What follows belongs to an exercise in optimizing a design on an open flow for small area; a production flow would make more cautious choices. Function was checked by simulation only, so behaviour that the tests miss may differ from the original. Power is estimated from default activity; no workload was simulated.

$ cat flow/design.v
module reg_file_param #(
  parameter int XLEN = 32,
  parameter int NREGS = 32,
  parameter int NRD = 2,
  parameter int ZERO_REG = 1,
  parameter int BYPASS = 1,
  localparam int AW = $clog2(NREGS)
) (
  input  logic                clk,
  input  logic                rst_n,
  input  logic [NRD-1:0]      rd_en,
  input  logic [NRD*AW-1:0]   rd_addr,
  output logic [NRD*XLEN-1:0] rd_data,
  output logic [NRD-1:0]      rd_busy,
  input  logic                wr_en,
  input  logic [AW-1:0]       wr_addr,
  input  logic [XLEN-1:0]     wr_data,
  input  logic                iss_en,
  input  logic [AW-1:0]       iss_addr
);
  logic [XLEN-1:0] regs [NREGS];
  logic [NREGS-1:0] pending, pendNext;
  logic [XLEN-1:0] dNext [NRD];
  logic [NRD-1:0] bNext;
  logic [AW-1:0] rdA [NRD];
  logic wrOk, issOk;
  logic [NRD-1:0] hit;
  function automatic logic usable(input logic [AW-1:0] a);
    usable = ((32'(a) < 32'(NREGS)) && (ZERO_REG == 0 || a != '0));
  endfunction
  always_comb begin
    wrOk = wr_en && usable(wr_addr);
    issOk = iss_en && usable(iss_addr);
    hit = '0;
    bNext = '0;
    for (int r = 0; r < NREGS; r++)
      pendNext[r] = (issOk && iss_addr == AW'(r)) ? 1'b1 : (wrOk && wr_addr == AW'(r)) ? 1'b0 : pending[r];
    for (int i = 0; i < NRD; i++) begin
      rdA[i] = rd_addr[i*AW +: AW];
      hit[i] = (BYPASS != 0) && wrOk && wr_addr == rdA[i];
      dNext[i] = !usable(rdA[i]) ? '0 : hit[i] ? wr_data : regs[rdA[i]];
      bNext[i] = !usable(rdA[i]) ? 1'b0 : hit[i] ? (issOk && iss_addr == rdA[i]) : pending[rdA[i]];
    end
  end
  always_ff @(posedge clk or negedge rst_n)
    if (!rst_n) begin
      for (int r = 0; r < NREGS; r++) regs[r] <= '0;
      pending <= '0;
      rd_data <= '0;
      rd_busy <= '0;
    end else begin
      if (wrOk) regs[wr_addr] <= wr_data;
      pending <= pendNext;
      for (int i = 0; i < NRD; i++)
        if (rd_en[i]) begin
          rd_data[i*XLEN +: XLEN] <= dNext[i];
          rd_busy[i] <= bNext[i];
        end
    end
endmodule
$ cat flow/config.mk
export PLATFORM = sky130hd
export DESIGN_NAME = reg_file_param
export DESIGN_NICKNAME = reg_file_param
export VERILOG_FILES = /design/flow/design.v
export SDC_FILE = /design/flow/constraint.sdc
export NUM_CORES = 4
export LEC_CHECK = 0
export CAP_MARGIN = 20
export CORE_MARGIN = 2
export CORE_UTILIZATION = 40
export SLEW_MARGIN = 20
$ cat flow/constraint.sdc
create_clock -name core_clock -period 5.0 [get_ports {clk}]
set_input_delay 1.0000 -clock core_clock [delete_from_list [all_inputs] [get_ports {clk}]]
set_output_delay 1.0000 -clock core_clock [all_outputs]
set_load 0.01 [all_outputs]
$ cat flow/run.sh
#!/bin/bash
# synth_recipe.tcl (not shown) runs the flow's synth.tcl, then flattens the netlist and writes it again
# the make line also repeats each setting of config.mk as NAME=value (left out here)
make -C /OpenROAD-flow-scripts/flow DESIGN_CONFIG=/design/flow/config.mk WORK_HOME=/design/flow/orfs CLKGATE_MAP_FILE= SYNTH_SCRIPT=/design/flow/synth_recipe.tcl finish
==> impl_metrics.tcl, run 1 <==
set metrics [dict create \
    status "timing/DRC/antenna clean" \
    final-max-slew-violation-count 0 \
    worstPathArrival_ns 4.82 \
    syn_inst 4779 \
    power.density_nw_per_um2 405 \
    wl_per_cell_um 45.8 \
    endpoint_kind "flop" \
    drc 0 \
    ys_seq_area_share_pct 49.0 \
    avgSynthCellArea_um2 11.6 \
    synth_compound_area_share_pct 14.3 \
    worst_skew_pair.late_latency_ns 0.82 \
    clockBufferDepth 3 \
    tightest_slew_ns 1.36 \
    overflow 0 \
    hp-class "primary input to async pin" \
    hold_ws_ns 0.212 \
    crit_cells 8 \
    crit_path_max_fanout 35 \
    post-place-cells 6485 \
    die_area_um2 142000 \
    htreeDepth 3 \
    cts_resized 0 \
    postCtsHoldBufs 0 \
    synth_simple_gate_area_share_pct 11.2 \
    fin_cells 6739 \
    max-cap-violations 0 \
    p_leak_nw 28.4 \
    startpoint_type "primary input" \
    finalSetupTns_ns 0 \
    placed_area_um2 60300 \
    antenna_found_initial 29 \
    criticalPathCategory "primary input to flop" \
    root_buffer "clkbuf_16" \
    cts_tree "built" \
    gp_congestion 1.02 \
    critPathRequiredTime_ns 5.73 \
    final_nets 4870 \
    drive_above_1_share_pct 33.9 \
    clk_pin_slew_ns 0.06 \
    yosys_warnings 4 \
    firstDrtPassIters 19 \
    synth_mux_area_share_pct 21.1 \
    port_buffers 123 \
    die_h_um 377 \
    clock_sinks 1090 \
    area_growth_pct 16.0 \
    fin_area_um2 64600 \
    coreArea_um2 138000 \
    io_pins 124 \
    ys_async_sr_fraction_pct 100 \
    setup_viol 0 \
    grt_pass1_wl_um 416000 \
    power_mw 26.2 \
    fmax_ghz 0.244 \
    nFillCells 12500 \
    slowest_delay_ns 1.31 \
    synthAdderAreaFrac_pct 0 \
    dr_total_vias 51800 \
    hold_viol 0 \
    drtIter0Drc 10300 \
    grtUsageTotal_pct 42.4 \
    wirelength_um 308000 \
    grt_pass1_vias 48400 \
    grt_max_degree 125 \
    path_buf_inv 2 \
    synth_xor_area_share_pct 0.315 \
    cts_made_buffers 118 \
    vdd_drop_max_uv 314 \
    pre_cts_ws_ns 0.537 \
    utilization_pct 46.8 \
    min_period_over_period_pct 81.8 \
    viasPerCell 7.69 \
    yosysUniqueCellTypes 77 \
    syn_nets 4837 \
    dpl.hpwl_um 186000 \
    synth_area_um2 55700 \
    worstRegToRegCells 6 \
    crit_slowest_cell "nor2_4" \
    synth_edf_count 0 \
    fin_crit_ns 4.09 \
    crit_chain "buf_2 -> nand3_1 -> nor2_4 -> buf_4 -> a22oi_1 -> nand4_1 -> nor4_1 -> o21ai_0" \
    ant_nets 0 \
    skew_ns 0.0530 \
    rsz0062_at_grt "false" \
    relSlewSlack_pct 8.97 \
    start_util_pct 40.4 \
    worst_slack_ns 0.910 \
    die_w_um 377 \
    synth_top_family_by_area "multiplexers" \
    yosys_register_bits 1090 \
    rows 136 \
    synth_ff_type "dfrtp_1" \
    cts_setup_buffers 0 \
    cp_top_family "simple AND/OR/NAND/NOR gates" \
]
==> worst reg2reg max path, cell delays in order, from the launching register on <==
cell and delay (ns):
dfrtp_1 0.43, mux2i_1 0.33, o22ai_1 0.32, a21oi_1 0.23, nand3_1 0.11, nor4_1 0.69
o21ai_0 0.17
==> registers in the layout (all words and copies together) (netlist names) <==
| name | flops |
|---|---|
| regs | 992 |
| pending | 32 |
| rd_busy | 2 |
| rd_data | 64 |
==> cell type report <==
type                    count  area [um2]  area share [%]
diodes                     34        85.1           0.132
clock buffers             170        3530            5.47
clock inverters            49         768            1.19
inverters                  40         150           0.233
multi-input cells        3163       26800            41.5
flip-flops and latches   1090       27300            42.3
well taps                1794        2240            3.48
repair buffers            399        3730            5.77
==> kinds of logic after synthesis <==
family,after synthesis
buffers and inverters,526
XOR/XNOR,20
AND/OR/NAND/NOR,1071
AO/OA/AOI/OAI,1043
multiplexers,1029
flip-flops,1090
==> final timing paths <==
check / startpoint / to / slack [ns]
hold reg to reg: pending[0] / pending[0] / 0.44
max in group asynchronous: rst_n / regs[11][16] / 3.49
setup / recovery: rd_addr[3] / rd_data[11] / 0.91
min in group core_clock: pending[0] / pending[0] / 0.44
setup reg to reg: regs[30][0] / rd_data[0] / 2.54
hold / removal: rst_n / regs[13][26] / 0.21
==> layout by cell type, fill, tap and decap left out, types with 32 or more instances in the layout <==
cell | Yosys | layout
clkdlybuf4s50_1 | 0 | 89
a22o_1 | 33 | 33
nand3_1 | 182 | 178
dfrtp_1 | 1090 | 1090
buf_4 | 22 | 232
nor2b_1 | 38 | 34
nor2_4 | 5 | 79
clkbuf_8 | 0 | 38
nand4_1 | 113 | 113
o221ai_1 | 32 | 32
a21oi_1 | 37 | 37
buf_12 | 0 | 46
nand2_1 | 105 | 94
a2111oi_0 | 96 | 94
diode_2 | 0 | 34
o21ai_0 | 63 | 63
mux2_2 | 987 | 987
inv_1 | 40 | 40
a22oi_1 | 597 | 597
and3_1 | 321 | 319
clkbuf_16 | 0 | 118
nor4_1 | 62 | 60
a221oi_1 | 58 | 58
==> power by group <==
part	switching, mW	internal, mW
Combinational	1.96	1.93
Clock	4.10	5.65
Sequential	1.97	10.6
==> cells in the mapped netlist, drive strengths merged, types with 4 or more instances <==
library cell     n  area, um2
a2111oi        103        958
a211oi          12       90.1
a21oi           37        185
a221o            8       80.1
a221oi          58        508
a22o            33        289
a22oi          597       4480
a31oi           25        156
a32o            17        170
a32oi            9       78.8
and3           322       2020
and3b            9       78.8
and4             6       52.6
buf            202       1060
clkbuf         284       1070
dfrtp         1090      27300
inv             40        150
mux2           995      11200
mux2i           18        180
mux4            16        360
nand2          107        407
nand2b          19        119
nand3          184        931
nand3b          32        248
nand4          113        707
nand4b           7       61.3
nor2           103        497
nor2b           38        238
nor3            17       85.1
nor3b           16        120
nor4            62        388
nor4b            4       35.0
o21ai           73        365
o221ai          32        280
o22ai           16        100
or2              7       43.8
or3              7       43.8
or3b            11       96.3
xnor2           12        105
xor2             8       70.1
==> layer usage <==
| metal | up-vias | wire [um] | global-route usage, % |
|---|---|---|---|
| met5 | - | 275 | 0.343 |
| met4 | 32 | 27800 | 29.1 |
| met3 | 1791 | 47800 | 19.4 |
| met2 | 5250 | 121000 | 57.3 |
| met1 | 26200 | 111000 | 53.7 |
| li1 | 18600 | - | - |
==> inputs of run 2 (changes only) <==
==> flow/design.v (replaced) <==
module reg_file_param #(
  parameter int XLEN = 32,
  parameter int NREGS = 32,
  parameter int NRD = 2,
  parameter int ZERO_REG = 1,
  parameter int BYPASS = 1,
  localparam int AW = $clog2(NREGS)
) (
  input  logic                clk,
  input  logic                rst_n,
  input  logic [NRD-1:0]      rd_en,
  input  logic [NRD*AW-1:0]   rd_addr,
  output logic [NRD*XLEN-1:0] rd_data,
  output logic [NRD-1:0]      rd_busy,
  input  logic                wr_en,
  input  logic [AW-1:0]       wr_addr,
  input  logic [XLEN-1:0]     wr_data,
  input  logic                iss_en,
  input  logic [AW-1:0]       iss_addr
);
  localparam int R0 = (ZERO_REG != 0) ? 1 : 0;
  localparam int NT = NREGS - R0 + 2;
  logic [XLEN-1:0] regs [NREGS];
  logic [NREGS-1:0] valid, pending;
  logic [NREGS-1:0] wrSel, issSel;
  logic [XLEN-1:0] dNext [NRD];
  logic [NRD-1:0] bNext;
  logic [NRD-1:0] hit, hitB;
  logic [NREGS-1:0] sel [NRD];
  logic [NT-1:0] dSel [NRD];
  logic [NT-1:0] bSel [NRD];
  function automatic logic usable(input int r);
    usable = (r < NREGS) && (ZERO_REG == 0 || r != 0);
  endfunction
  function automatic logic usableA(input logic [AW-1:0] a);
    usableA = ((32'(a) < 32'(NREGS)) && (ZERO_REG == 0 || a != '0));
  endfunction
  always_comb begin
    for (int r = 0; r < NREGS; r++) begin
      wrSel[r] = usable(r) && wr_en && wr_addr == AW'(r);
      issSel[r] = usable(r) && iss_en && iss_addr == AW'(r);
    end
    for (int i = 0; i < NRD; i++) begin
      hit[i] = (BYPASS != 0) && wr_en && usableA(wr_addr) && wr_addr == rd_addr[i*AW +: AW];
      hitB[i] = hit[i] && iss_en && iss_addr == rd_addr[i*AW +: AW];
      for (int r = 0; r < NREGS; r++)
        sel[i][r] = rd_en[i] && !hit[i] && rd_addr[i*AW +: AW] == AW'(r);
      dSel[i][0] = !rd_en[i];
      dSel[i][1] = rd_en[i] && hit[i];
      bSel[i][1:0] = dSel[i][1:0];
      for (int r = R0; r < NREGS; r++) begin
        dSel[i][r-R0+2] = sel[i][r] && valid[r];
        bSel[i][r-R0+2] = sel[i][r];
      end
    end
  end
  for (genvar i = 0; i < NRD; i++) begin : g_port
    for (genvar b = 0; b < XLEN; b++) begin : g_bit
      logic [NT-1:0] v;
      always_comb begin
        v[0] = rd_data[i*XLEN + b];
        v[1] = wr_data[b];
        for (int r = R0; r < NREGS; r++) v[r-R0+2] = regs[r][b];
      end
      rf_and_or #(.N(NT)) u_d (.s(dSel[i]), .v(v), .y(dNext[i][b]));
    end
    rf_and_or #(.N(NT)) u_b (.s(bSel[i]),
      .v({pending[NREGS-1:R0], hitB[i], rd_busy[i]}), .y(bNext[i]));
  end
  always_ff @(posedge clk)
    for (int r = R0; r < NREGS; r++)
      if (wrSel[r]) regs[r] <= wr_data;
  always_ff @(posedge clk or negedge rst_n)
    if (!rst_n) begin
      valid <= '0;
      pending <= '0;
      rd_data <= '0;
      rd_busy <= '0;
    end else begin
      for (int r = 0; r < NREGS; r++) begin
        if (!usable(r)) begin
          valid[r] <= 1'b0;
          pending[r] <= 1'b0;
        end else begin
          if (wrSel[r]) valid[r] <= 1'b1;
          if (issSel[r]) pending[r] <= 1'b1;
          else if (wrSel[r]) pending[r] <= 1'b0;
        end
      end
      for (int i = 0; i < NRD; i++) begin
        rd_data[i*XLEN +: XLEN] <= dNext[i];
        rd_busy[i] <= bNext[i];
      end
    end
endmodule
module rf_and_or #(
  parameter int N = 2,
  localparam int G = (N + 2) / 3
) (
  input  logic [N-1:0] s,
  input  logic [N-1:0] v,
  output logic         y
);
  logic [3*G-1:0] sp, vp;
  logic [G-1:0] n;
  assign sp = (3*G)'(s);
  assign vp = (3*G)'(v);
  for (genvar g = 0; g < G; g++) begin : g_aoi
    rf_aoi222 u (.s(sp[3*g +: 3]), .v(vp[3*g +: 3]), .y_n(n[g]));
  end
  rf_nand_all #(.N(G)) u_all (.a(n), .y(y));
endmodule
module rf_aoi222 (
  input  logic [2:0] s,
  input  logic [2:0] v,
  output logic       y_n
);
  assign y_n = !((s[0] & v[0]) | (s[1] & v[1]) | (s[2] & v[2]));
endmodule
module rf_nand_all #(
  parameter int N = 2
) (
  input  logic [N-1:0] a,
  output logic         y
);
  assign y = !(&a);
endmodule
--- a/flow/config.mk
+++ b/flow/config.mk
@@ -10,2 +10,3 @@
 export CORE_UTILIZATION = 40
 export SLEW_MARGIN = 20
+export SYNTH_HIERARCHICAL = 1
==> impl_metrics.tcl, run 2 <==
set metrics [dict create \
    grt_pass1_vias 33700 \
    endpoint_kind "flop" \
    wirelength_um 182000 \
    hold_viol 0 \
    grtUsageTotal_pct 31.1 \
    cts_tree "built" \
    critPathRequiredTime_ns 5.60 \
    synth_top_area_share_pct 66.8 \
    die_h_um 338 \
    hp-class "primary input to async pin" \
    grt_max_degree 68 \
    crit_chain "clkdlybuf4s50_1 -> or2_1 -> o31ai_4 -> nor4_4 -> buf_12 -> nor4b_4 -> buf_4 -> a222oi_1 -> nand4_1 -> or3_1" \
    drc 0 \
    power.density_nw_per_um2 387 \
    fin_crit_ns 4.34 \
    cts_made_buffers 113 \
    avgSynthCellArea_um2 17.3 \
    final-max-slew-violation-count 0 \
    rsz0062_at_grt "false" \
    yosysUniqueCellTypes 37 \
    startpoint_type "primary input" \
    yosys_warnings 16 \
    antenna_found_initial 11 \
    skew_ns 0.0310 \
    finalSetupTns_ns 0 \
    root_buffer "clkbuf_16" \
    utilization_pct 48.1 \
    regMostFlops "regs" \
    grt_pass1_wl_um 249000 \
    crit_slowest_cell "nor4_4" \
    yosysTopAreaCell "edfxtp_1" \
    cp_top_family "simple AND/OR/NAND/NOR gates" \
    ys_seq_area_share_pct 74.0 \
    yosys_register_bits 1120 \
    gp_congestion 0.914 \
    synth_ff_type "edfxtp_1" \
    synth_area_um2 44600 \
    synthTopCellsByCount "edfxtp_1, a222oi_1, nand4_1" \
    area_growth_pct 19.3 \
    htreeDepth 3 \
    nFillCells 9198 \
    final_nets 2997 \
    die_area_um2 114000 \
    cts_setup_buffers 0 \
    coreArea_um2 111000 \
    port_buffers 123 \
    layout_common_cells "edfxtp_1, a222oi_1, buf_4" \
    p_leak_nw 17.3 \
    status "timing/DRC/antenna clean" \
    wl_per_cell_um 40.2 \
    fmax_ghz 0.230 \
    clock_sinks 1120 \
    firstDrtPassIters 14 \
    r2r_setup_slack_ns 2.54 \
    clockBufferDepth 3 \
    io_pins 124 \
    setup_viol 0 \
    criticalPathCategory "primary input to flop" \
    die_w_um 338 \
    relSlewSlack_pct 20.3 \
    dpl.hpwl_um 108000 \
    tightest_slew_ns 1.20 \
    dr_total_vias 34600 \
    rows 122 \
    largest_register_ff_count 992 \
    cts_resized 0 \
    start_util_pct 40.3 \
    syn_nets 2637 \
    worstPathArrival_ns 4.94 \
    netlist_top_cells_area "edfxtp_1, a222oi_1, dfrtp_1" \
    reg_top3 "regs: 992 flops, rd_data: 64 flops" \
    max-cap-violations 0 \
    crit_path_max_fanout 32 \
    viasPerCell 7.63 \
    clk_pin_slew_ns 0.06 \
    postCtsHoldBufs 0 \
    min_period_over_period_pct 86.9 \
    ys_async_sr_fraction_pct 11.4 \
    drive_above_1_share_pct 16.3 \
    synth_edf_count 992 \
    drtIter0Drc 8928 \
    slowest_delay_ns 0.77 \
    yosysMostFrequentCell "edfxtp_1" \
    syn_inst 2579 \
    worst_skew_pair.late_latency_ns 0.72 \
    path_buf_inv 3 \
    ant_nets 0 \
    final_common_cell "edfxtp_1" \
    overflow 0 \
    vdd_drop_max_uv 312 \
]
[run 2: changes by cell type after synthesis, moves of 96 or more]
cell	before	now
nand3_1	182	81
mux2_2	987	0
edfxtp_1	0	992
a2111oi_0	96	0
clkbuf_1	282	18
a22oi_1	597	0
and3_1	321	27
dfrtp_1	1090	128
a222oi_1	1	726
buf_2	139	8
[run 2: cell type report]
| class | instances | area, um2 | area share (%) |
|---|---|---|---|
| Sequential cell | 1120 | 33000 | 62.0 |
| Tap cell | 1488 | 1860 | 3.50 |
| Clock inverter | 68 | 648 | 1.22 |
| Timing Repair Buffer | 317 | 2950 | 5.54 |
| Antenna cell | 5 | 12.5 | 0.0235 |
| Multi-Input combinational cell | 1373 | 11700 | 21.9 |
| Clock buffer | 146 | 3020 | 5.68 |
| Inverter | 14 | 52.6 | 0.0988 |
[run 2: report_power, final]
group | internal [mW] | switching [mW]
Clock | 4.75 | 3.70
Combinational | 0.565 | 0.773
Sequential | 10.5 | 0.299
[run 2: layer usage]
layer	wire, um	global-route usage [%]	up-vias
li1	-	-	13100
met1	63600	39.9	17200
met2	80300	47.1	3505
met3	27400	10.3	750
met4	10600	16.1	16
met5	116	0	-
[run 2: path summary, 6_finish.rpt]
path | depth (start not counted) | end | from
setup / recovery | 10 | rd_data[10] | wr_addr[3]
hold / removal | 1 | pending[24] | rst_n
setup reg to reg | 5 | rd_data[10] | valid[20]
hold reg to reg | 1 | valid[25] | valid[25]
max in group asynchronous | 2 | rd_data[36] | rst_n
min in group core_clock | 1 | valid[25] | valid[25]
[run 2: metrics by stage]
| stage | cells | area [um2] | setup slack (ns) | total power [mW] | hold WS (ns) |
|---|---|---|---|---|---|
| final | 4531 | 53200 | 0.657 | 20.6 | 0.363 |
| after global placement | 4309 | 49500 | 0.163 | 12.3 | 0.466 |
| after CTS | 4525 | 53200 | 0.839 | 20.6 | 0.368 |
| after floorplan | 2579 | 44700 | 0.0315 | 11.5 | 0.440 |
| after global routing | 4526 | 53200 | 0.679 | 21.1 | 0.397 |
| after detailed placement | 4311 | 49500 | 0.0994 | 12.3 | 0.480 |
[run 2: per-module statistics from Yosys (local to each module, per instance), excerpt]
| module | cells inside | flip-flops and latches | area, um2 | copies in the design |
|---|---|---|---|---|
| reg_file_param | 1589 | 1120 | 35700 | 1 |
| rf_aoi222 | 1 | 0 | 10.0 | 726 |
[run 2: cells by family after synthesis]
group	synth area share [%]
and+or+nand+nor	7.39
AOI/OAI and AO/OA	17.1
buffers and inverters	1.12
DFF	74.0
xor gates and xnor gates	0.393
==> inputs of run 3 (changes only) <==
--- a/flow/design.v
+++ b/flow/design.v
@@ -68,7 +68,18 @@
       .v({pending[NREGS-1:R0], hitB[i], rd_busy[i]}), .y(bNext[i]));
   end
+  logic [XLEN-1:0] regsNext [NREGS];
+  for (genvar r = 0; r < NREGS; r++) begin : g_row
+    if (r >= R0) begin : g_st
+      logic we, keep;
+      assign we = wrSel[r];
+      assign keep = !wrSel[r];
+      for (genvar b = 0; b < XLEN; b++) begin : g_bit
+        rf_ao22 u (.a1(we), .a2(wr_data[b]), .b1(keep), .b2(regs[r][b]), .y(regsNext[r][b]));
+      end
+    end
+  end
   always_ff @(posedge clk)
     for (int r = R0; r < NREGS; r++)
-      if (wrSel[r]) regs[r] <= wr_data;
+      regs[r] <= regsNext[r];
   always_ff @(posedge clk or negedge rst_n)
     if (!rst_n) begin
@@ -111,4 +122,13 @@
   rf_nand_all #(.N(G)) u_all (.a(n), .y(y));
 endmodule
+module rf_ao22 (
+  input  logic a1,
+  input  logic a2,
+  input  logic b1,
+  input  logic b2,
+  output logic y
+);
+  assign y = (a1 & a2) | (b1 & b2);
+endmodule
 module rf_aoi222 (
   input  logic [2:0] s,
==> flow/flow/run.sh (new file) <==
#!/bin/bash
# Standard synthesis unchanged, then the standard ORFS layout with smaller port
# buffers, no big buffers for repair and no CTS dummy loads.
set -euo pipefail
here=$PWD
bash standard.sh synth > synth_stage.log 2>&1
PLAT_DONT_USE="sky130_fd_sc_hd__probe_p_8 sky130_fd_sc_hd__probec_p_8 sky130_fd_sc_hd__lpflow_bleeder_1 sky130_fd_sc_hd__lpflow_clkbufkapwr_1 sky130_fd_sc_hd__lpflow_clkbufkapwr_16 sky130_fd_sc_hd__lpflow_clkbufkapwr_2 sky130_fd_sc_hd__lpflow_clkbufkapwr_4 sky130_fd_sc_hd__lpflow_clkbufkapwr_8 sky130_fd_sc_hd__lpflow_clkinvkapwr_1 sky130_fd_sc_hd__lpflow_clkinvkapwr_16 sky130_fd_sc_hd__lpflow_clkinvkapwr_2 sky130_fd_sc_hd__lpflow_clkinvkapwr_4 sky130_fd_sc_hd__lpflow_clkinvkapwr_8 sky130_fd_sc_hd__lpflow_decapkapwr_12 sky130_fd_sc_hd__lpflow_decapkapwr_3 sky130_fd_sc_hd__lpflow_decapkapwr_4 sky130_fd_sc_hd__lpflow_decapkapwr_6 sky130_fd_sc_hd__lpflow_decapkapwr_8 sky130_fd_sc_hd__lpflow_inputiso0n_1 sky130_fd_sc_hd__lpflow_inputiso0p_1 sky130_fd_sc_hd__lpflow_inputiso1n_1 sky130_fd_sc_hd__lpflow_inputiso1p_1 sky130_fd_sc_hd__lpflow_inputisolatch_1 sky130_fd_sc_hd__lpflow_isobufsrc_1 sky130_fd_sc_hd__lpflow_isobufsrc_16 sky130_fd_sc_hd__lpflow_isobufsrc_2 sky130_fd_sc_hd__lpflow_isobufsrc_4 sky130_fd_sc_hd__lpflow_isobufsrc_8 sky130_fd_sc_hd__lpflow_isobufsrckapwr_16 sky130_fd_sc_hd__lpflow_lsbuf_lh_hl_isowell_tap_1 sky130_fd_sc_hd__lpflow_lsbuf_lh_hl_isowell_tap_2 sky130_fd_sc_hd__lpflow_lsbuf_lh_hl_isowell_tap_4 sky130_fd_sc_hd__lpflow_lsbuf_lh_isowell_4 sky130_fd_sc_hd__lpflow_lsbuf_lh_isowell_tap_1 sky130_fd_sc_hd__lpflow_lsbuf_lh_isowell_tap_2 sky130_fd_sc_hd__lpflow_lsbuf_lh_isowell_tap_4"
EXTRA="sky130_fd_sc_hd__buf_8 sky130_fd_sc_hd__buf_12 sky130_fd_sc_hd__buf_16 sky130_fd_sc_hd__bufbuf_8 sky130_fd_sc_hd__bufbuf_16 sky130_fd_sc_hd__bufinv_8 sky130_fd_sc_hd__bufinv_16 sky130_fd_sc_hd__inv_12 sky130_fd_sc_hd__inv_16 sky130_fd_sc_hd__clkinv_16 sky130_fd_sc_hd__clkbuf_16"
bash standard.sh \
  "DONT_USE_CELLS=$PLAT_DONT_USE $EXTRA" \
  DONT_BUFFER_PORTS=1 \
  "PRE_GLOBAL_PLACE_TCL=$here/flow/pre_gpl.tcl" \
  "CTS_ARGS=-sink_clustering_enable -repair_clock_nets -dont_use_dummy_load -buf_list {sky130_fd_sc_hd__clkbuf_4 sky130_fd_sc_hd__clkbuf_8} -sink_clustering_size 20 -sink_clustering_max_diameter 50" \
  finish > layout_stage.log 2>&1
==> flow/flow/pre_gpl.tcl (new file) <==
# Port buffers: a buffer on every input and output port, in small cells.
buffer_ports -inputs -buffer_cell sky130_fd_sc_hd__buf_2
buffer_ports -outputs -buffer_cell sky130_fd_sc_hd__buf_1
==> flow/standard.sh (new file) <==
#!/bin/bash
# synth_recipe.tcl (not shown) runs the flow's synth.tcl, then flattens the netlist and writes it again
# the make line also repeats each setting of config.mk as NAME=value (left out here)
make -C /OpenROAD-flow-scripts/flow DESIGN_CONFIG=/design/flow/config.mk WORK_HOME=/design/flow/orfs CLKGATE_MAP_FILE= SYNTH_SCRIPT=/design/flow/synth_recipe.tcl "${@:-finish}"
--- a/flow/config.mk
+++ b/flow/config.mk
@@ -8,5 +8,10 @@
 export CAP_MARGIN = 20
 export CORE_MARGIN = 2
-export CORE_UTILIZATION = 40
+export CORE_UTILIZATION = 50
+export CTS_BUF_LIST = sky130_fd_sc_hd__clkbuf_4 sky130_fd_sc_hd__clkbuf_8
+export CTS_CLUSTER_DIAMETER = 50
+export CTS_CLUSTER_SIZE = 20
+export GPL_ROUTABILITY_DRIVEN = 1
+export GPL_TIMING_DRIVEN = 0
 export SLEW_MARGIN = 20
 export SYNTH_HIERARCHICAL = 1
removed: flow/run.sh
==> impl_metrics.tcl, run 3 <==
set metrics [dict create \
    status "timing/DRC/antenna clean" \
    grtUsageTotal_pct 45.2 \
    fin_cells 5153 \
    final_common_cell "a22o_1" \
    power.density_nw_per_um2 405 \
    avgSynthCellArea_um2 12.1 \
    crit_path_max_fanout 10 \
    grt_pass1_wl_um 299000 \
    coreArea_um2 85500 \
    syn_inst 3567 \
    grt_pass1_vias 43200 \
    vdd_drop_max_uv 262 \
    synth_xor_area_share_pct 0.404 \
    grt-busiest-layer "met2" \
    syn_nets 3625 \
    die_area_um2 89000 \
    cts_tree "built" \
    final-max-slew-violation-count 0 \
    synthAdderAreaFrac_pct 0 \
    cts_made_buffers 116 \
    firstDrtPassIters 13 \
    htreeDepth 3 \
    synth_edf_count 0 \
    clock_sinks 1120 \
    use_met1_pct 56.9 \
    wl_per_cell_um 40.8 \
    endpoint_kind "flop" \
    synth_compound_area_share_pct 37.6 \
    slowest_delay_ns 0.96 \
    hold_end "valid[19]" \
    yosys_register_bits 1120 \
    critPathRequiredTime_ns 5.63 \
    root_buffer "clkbuf_8" \
    yosysTopAreaCell "dfxtp_1" \
    hold_viol 0 \
    synth_top_area_share_pct 45.8 \
    die_h_um 298 \
    final_nets 4062 \
    netlist_top_cells_area "dfxtp_1, a22o_1, a222oi_1" \
    yosys_warnings 17 \
    r2r_setup_slack_ns 2.16 \
    viasPerCell 8.52 \
    setup_viol 0 \
    use_met3_pct 14.8 \
    ys_async_sr_fraction_pct 11.4 \
    post-place-cells 5029 \
    skew_ns 0.128 \
    antenna_found_initial 11 \
    fmax_ghz 0.207 \
    min_period_over_period_pct 96.4 \
    dpl.hpwl_um 139000 \
    overflow 0 \
    crit_slowest_cell "nor4_4" \
    reg_top3 "regs: 992 flops, rd_data: 64 flops" \
    area_growth_pct 13.9 \
    worstRegToRegCells 7 \
    dr_total_vias 43900 \
    relSlewSlack_pct 26.5 \
    layout_common_cells "a22o_1, dfxtp_1, a222oi_1" \
    synth_area_um2 43300 \
    path_common_cell "buf_4" \
    crit_chain "clkbuf_1 -> xor2_1 -> nor4_4 -> buf_2 -> nor4b_4 -> buf_4 -> buf_4 -> buf_4 -> a222oi_1 -> nand4_1 -> or3_1" \
    yosysMostFrequentCell "a22o_1" \
    gp_congestion 1.07 \
    max-cap-violations 0 \
    largest_register_ff_count 992 \
    wirelength_um 210000 \
    clockBufferDepth 3 \
    rows 107 \
    reg2reg_to "rd_data[7]" \
    rr_startpoint "valid[26]" \
    synth_simple_gate_area_share_pct 7.45 \
    whs_path_depth 1 \
    p_leak_nw 20.3 \
    criticalPathCategory "primary input to flop" \
    synth_top_family_by_area "compound AO/OA/AOI/OAI gates" \
    io_pins 124 \
    die_w_um 298 \
    worst_skew_pair.late_latency_ns 0.85 \
    nFillCells 7122 \
    clk_pin_slew_ns 0.07 \
    tightest_slew_ns 1.09 \
    regMostFlops "regs" \
    startpoint_type "primary input" \
    ys_seq_area_share_pct 53.2 \
    use_met2_pct 65.1 \
    synth_ff_type "dfxtp_1" \
    drtIter0Drc 9991 \
    grt_max_degree 68 \
    drc 0 \
    worstPathArrival_ns 5.45 \
    synthTopCellsByCount "a22o_1, dfxtp_1, a222oi_1" \
    yosysUniqueCellTypes 38 \
    min-delay-start "valid[19]" \
    port_buffers 111 \
    rsz0062_at_grt "false" \
    drive_above_1_share_pct 13.9 \
    synth_mux_area_share_pct 0 \
    utilization_pct 57.7 \
    hp-class "flop to flop" \
    ant_nets 0 \
    fin_crit_ns 4.82 \
    start_util_pct 50.6 \
]
==> run 3: cell types whose count changed in the layout (fill, tap and decap cells not counted), moves of 103 or more <==
cell             change
edfxtp_1           -992
clkdlybuf4s50_1    -111
buf_6              +103
dfxtp_1            +992
a22o_1             +992
clkbuf_8           +109
clkbuf_16          -113
==> run 3: logic make-up after synthesis <==
| kind of cell | count (synthesis) |
|---|---|
| buffers and inverters | 105 |
| AO/OA/AOI/OAI | 1759 |
| flip-flops | 1120 |
| XOR/XNOR | 20 |
| AND/OR/NAND/NOR | 563 |
==> run 3: area by class of cell <==
cell class	instances	area (um2)	area share (%)
Antenna cell	7	17.5	0.0355
Buffer	70	424	0.860
Clock buffer	116	1600	3.24
Inverter	35	136	0.276
Multi-Input combinational cell	2342	20300	41.2
Sequential cell	1120	23100	46.7
Tap cell	1144	1430	2.90
Timing Repair Buffer	319	2360	4.79
==> run 3: how the worst max path moves through the flow <==
stage	start	slack (ns)	endpoint
global route	rd_addr[3]	0.33	rd_data[7]
floorplan	wr_addr[2]	0.007	rd_data[0]
finish	rd_addr[3]	0.18	rd_data[7]
global placement	rd_en[0]	-6.05	rd_data[27]
CTS	wr_addr[1]	0.46	rd_data[7]
detailed placement	rd_addr[3]	-0.34	rd_data[7]
==> run 3: Yosys stat by module (local to each module, per instance), a selection <==
| module | cells | times used | area, um2 |
|---|---|---|---|
| rf_ao22 | 1 | 992 | 8.76 |
| reg_file_param | 1585 | 1 | 25800 |
| rf_aoi222 | 1 | 726 | 10.0 |
==> run 3: power by group <==
group / leakage (nW) / switching, mW / internal [mW]
registers: 9.88 / 1.48 / 10.7
clock network: 0.834 / 3.09 / 2.04
logic: 9.58 / 1.20 / 1.44
total: 20.3 / 5.77 / 14.2
==> run 3: per-stage QoR <==
stage | worst slack [ns] | hold WS [ns] | total power, mW | setup TNS, ns | cell area (um2)
floorplan | 0.00716 | 0.440 | 13.7 | 0 | 43400
global placement | -6.05 | 0.455 | 14.5 | -710.69 | 45300
detailed placement | -0.338 | 0.470 | 14.9 | -1.28 | 47700
CTS | 0.463 | 0.485 | 19.8 | 0 | 49300
global route | 0.332 | 0.507 | 20.6 | 0 | 49300
finish | 0.179 | 0.488 | 20.0 | 0 | 49300
==> run 3: critical path: cells and delay by family <==
kind,cells,cell delay [ns]
AND/OR/NAND/NOR,4,2.20
buffers and inverters,5,1.62
AO/OA/AOI/OAI,1,0.41
XOR/XNOR,1,0.18
==> run 3: repair_timing <==
action,in CTS,in global routing
hold buffers,1,0
endpoints found under the hold margin,7,0
resized for setup,0,0
setup buffers,0,0
==> run 3: layer usage <==
layer	vias to the layer above	part of all wire [%]
met5	-	0.0062
met4	2	8.3
met3	980	15
met2	4315	41
met1	21500	35
li1	17100	-
==> inputs of run 4 (changes only) <==
--- a/flow/config.mk
+++ b/flow/config.mk
@@ -6,7 +6,7 @@
 export NUM_CORES = 4
 export LEC_CHECK = 0
-export CAP_MARGIN = 20
+export CAP_MARGIN = 10
 export CORE_MARGIN = 2
-export CORE_UTILIZATION = 50
+export CORE_UTILIZATION = 55
 export CTS_BUF_LIST = sky130_fd_sc_hd__clkbuf_4 sky130_fd_sc_hd__clkbuf_8
 export CTS_CLUSTER_DIAMETER = 50
@@ -14,4 +14,4 @@
 export GPL_ROUTABILITY_DRIVEN = 1
 export GPL_TIMING_DRIVEN = 0
-export SLEW_MARGIN = 20
+export SLEW_MARGIN = 10
 export SYNTH_HIERARCHICAL = 1
==> impl_metrics.tcl, run 4 <==
set metrics [dict create \
    relSlewSlack_pct 18.4 \
    postCtsHoldBufs 0 \
    ant_nets 0 \
    die_h_um 285 \
    avgSynthCellArea_um2 12.1 \
    fin_crit_ns 4.35 \
    synthTopCellsByCount "a22o_1, dfxtp_1, a222oi_1" \
    yosysUniqueCellTypes 38 \
    wl_per_cell_um 41.8 \
    overflow 0 \
    power.density_nw_per_um2 406 \
    clk_pin_slew_ns 0.11 \
    ys_async_sr_fraction_pct 11.4 \
    yosysTopAreaCell "dfxtp_1" \
    grt_max_degree 60 \
    setup_viol 0 \
    port_buffers 111 \
    drive_above_1_share_pct 13.6 \
    crit_path_max_fanout 10 \
    yosysMostFrequentCell "a22o_1" \
    antenna_found_initial 14 \
    worstRegToRegCells 7 \
    die_w_um 285 \
    grt_pass1_wl_um 298000 \
    root_buffer "clkbuf_8" \
    gp_congestion 1.03 \
    max-cap-violations 0 \
    nFillCells 6096 \
    worstPathArrival_ns 5.01 \
    drtIter0Drc 11700 \
    netlist_top_cells_area "dfxtp_1, a22o_1, a222oi_1" \
    status "timing/DRC/antenna clean" \
    yosys_warnings 17 \
    vdd_drop_max_uv 250 \
    cts_made_buffers 111 \
    endpoint_kind "flop" \
    worst_skew_pair.late_latency_ns 0.84 \
    final_nets 4050 \
    clock_sinks 1120 \
    skew_ns 0.116 \
    r2r_setup_slack_ns 2.25 \
    utilization_pct 63.2 \
    area_growth_pct 13.3 \
    clockBufferDepth 3 \
    coreArea_um2 77700 \
    syn_nets 3625 \
    grtUsageTotal_pct 49.5 \
    layout_common_cells "a22o_1, dfxtp_1, a222oi_1" \
    synth_area_um2 43300 \
    yosys_register_bits 1120 \
    critPathRequiredTime_ns 5.66 \
    p_leak_nw 20.1 \
    cts_setup_buffers 0 \
    start_util_pct 55.7 \
    io_pins 124 \
    final-max-slew-violation-count 0 \
    pre_cts_ws_ns 0.0469 \
    rsz0062_at_grt "false" \
    fin_cells 5042 \
    power_mw 19.9 \
    synth_edf_count 0 \
    die_area_um2 81000 \
    tightest_slew_ns 1.22 \
    min_period_over_period_pct 87.1 \
    ys_seq_area_share_pct 53.2 \
    drc 0 \
    startpoint_type "primary input" \
    fmax_ghz 0.230 \
    dpl.hpwl_um 136000 \
    firstDrtPassIters 15 \
    dr_total_vias 44800 \
    worst_slack_ns 0.645 \
    rows 102 \
    hp-class "primary input to async pin" \
    grt_pass1_vias 43700 \
    htreeDepth 3 \
    cts_tree "built" \
    regMostFlops "regs" \
    wirelength_um 211000 \
    largest_register_ff_count 992 \
    viasPerCell 8.89 \
    post-place-cells 4919 \
    reg_top3 "regs: 992 flops, rd_data: 64 flops" \
    cts_resized 0 \
    final_common_cell "a22o_1" \
    synth_ff_type "dfxtp_1" \
    syn_inst 3567 \
    finalSetupTns_ns 0 \
    synth_top_area_share_pct 45.8 \
    criticalPathCategory "primary input to flop" \
    hold_viol 0 \
]
run 4: power by group:
part,internal [mW],switching (mW)
Combinational,1.45,1.22
Clock,1.96,3.05
Sequential,10.7,1.52
Total,14.1,5.79
run 4: path summary, 6_finish.rpt:
path | from | to
setup / recovery | rd_addr[0] | rd_data[15]
hold / removal | rst_n | pending[14]
setup reg to reg | valid[19] | rd_data[4]
hold reg to reg | valid[29] | valid[29]
max in group asynchronous | rst_n | valid[9]
min in group core_clock | valid[29] | valid[29]
run 4: modules after synthesis (local to each module, per instance), a selection:
module          cells  copies in the design  cell area [um2]
reg_file_param   1585                     1            25800
rf_ao22             1                   992             8.76
rf_aoi222           1                   726             10.0
run 4: critical path: stages:
cell      delay [ns]
clkbuf_1        0.36
xnor2_1         0.19
nand3_1         0.13
nor4_4          0.58
buf_2           0.57
nor4b_2         0.22
buf_2           0.27
buf_2           0.22
buf_2           0.21
a222oi_1        0.37
nand4_1         0.41
or3_1           0.46
run 4: layer usage:
metal	GRT usage [%]	part of all wire, %	up-vias
met5	0.119	0.048	-
met4	38.6	9.9	6
met3	18.2	16	1342
met2	72.0	41	4890
met1	59.1	33	21500
li1	-	-	17100
run 4: cell families after synthesis:
family	synth area share, %
compound gates	37.6
xor+xnor	0.404
buf+inv	1.28
flops	53.2
simple gates	7.45
run 4: layout make-up:
type	count	area [um2]	area share, %
inverters	35	131	0.268
well taps	1040	1300	2.65
diodes	12	30.0	0.0612
multi-input cells	2342	20200	41.2
plain buffers	70	424	0.864
repair buffers	312	2400	4.88
clock buffers	111	1530	3.11
flip-flops and latches	1120	23100	47.0
run 4: through the flow:
step	hold WS [ns]	cell area, um2
2_1_floorplan	0.440	43400
3_3_place_gp	0.459	45200
3_5_place_dp	0.473	47500
4_1_cts	0.00881	49100
5_1_grt	0.0169	49100
6_report	0.0249	49100

separate check: timing with driven ports:
No port has a modelled driver above. Below, the same layouts with a new extraction and two added sets of constraints.
Step 1 (the two cells are an assumption about what drives the block):
set clk [get_ports {clk}]
set_driving_cell -lib_cell sky130_fd_sc_hd__clkbuf_16 $clk
set_driving_cell -lib_cell sky130_fd_sc_hd__buf_2 [delete_from_list [all_inputs] $clk]
Step 2 moves the port delays by t, midway between the first and last clock arrival at a register: inputs arrive t later, outputs are due t later. That takes back most of the time a late clock gives input paths.
a / b / c = ideal / step 1 / step 2; a / b = the first two.
| run | t, ns | setup WS [ns] | worst hold slack (ns) | worst setup path at the end | worst slew at a driven data input, ns | cell pins on the clock port's net |
|---|---|---|---|---|---|---|
| run 1 | 0.888 | 0.910 / 0.919 / 0.031 | 0.212 / 0.173 / 0.438 | input to register | 0.22 | 1 |
| run 2 | 0.775 | 0.657 / 0.692 / -0.083 | 0.363 / 0.339 / 0.499 | input to register | 0.12 | 1 |
| run 3 | 0.857 | 0.179 / 0.226 / -0.630 | 0.488 / 0.488 / 0.488 | input to register | 0.08 | 1 |
| run 4 | 0.856 | 0.645 / 0.687 / -0.169 | 0.025 / -0.009 / 0.496 | input to register | 0.10 | 1 |
With both steps, setup timing fails in run 2, run 3 and run 4, where it was met with ideal ports. The setup slack of run 1, which loses most, moves by +0.009 ns with the drivers and by -0.879 ns with both steps.
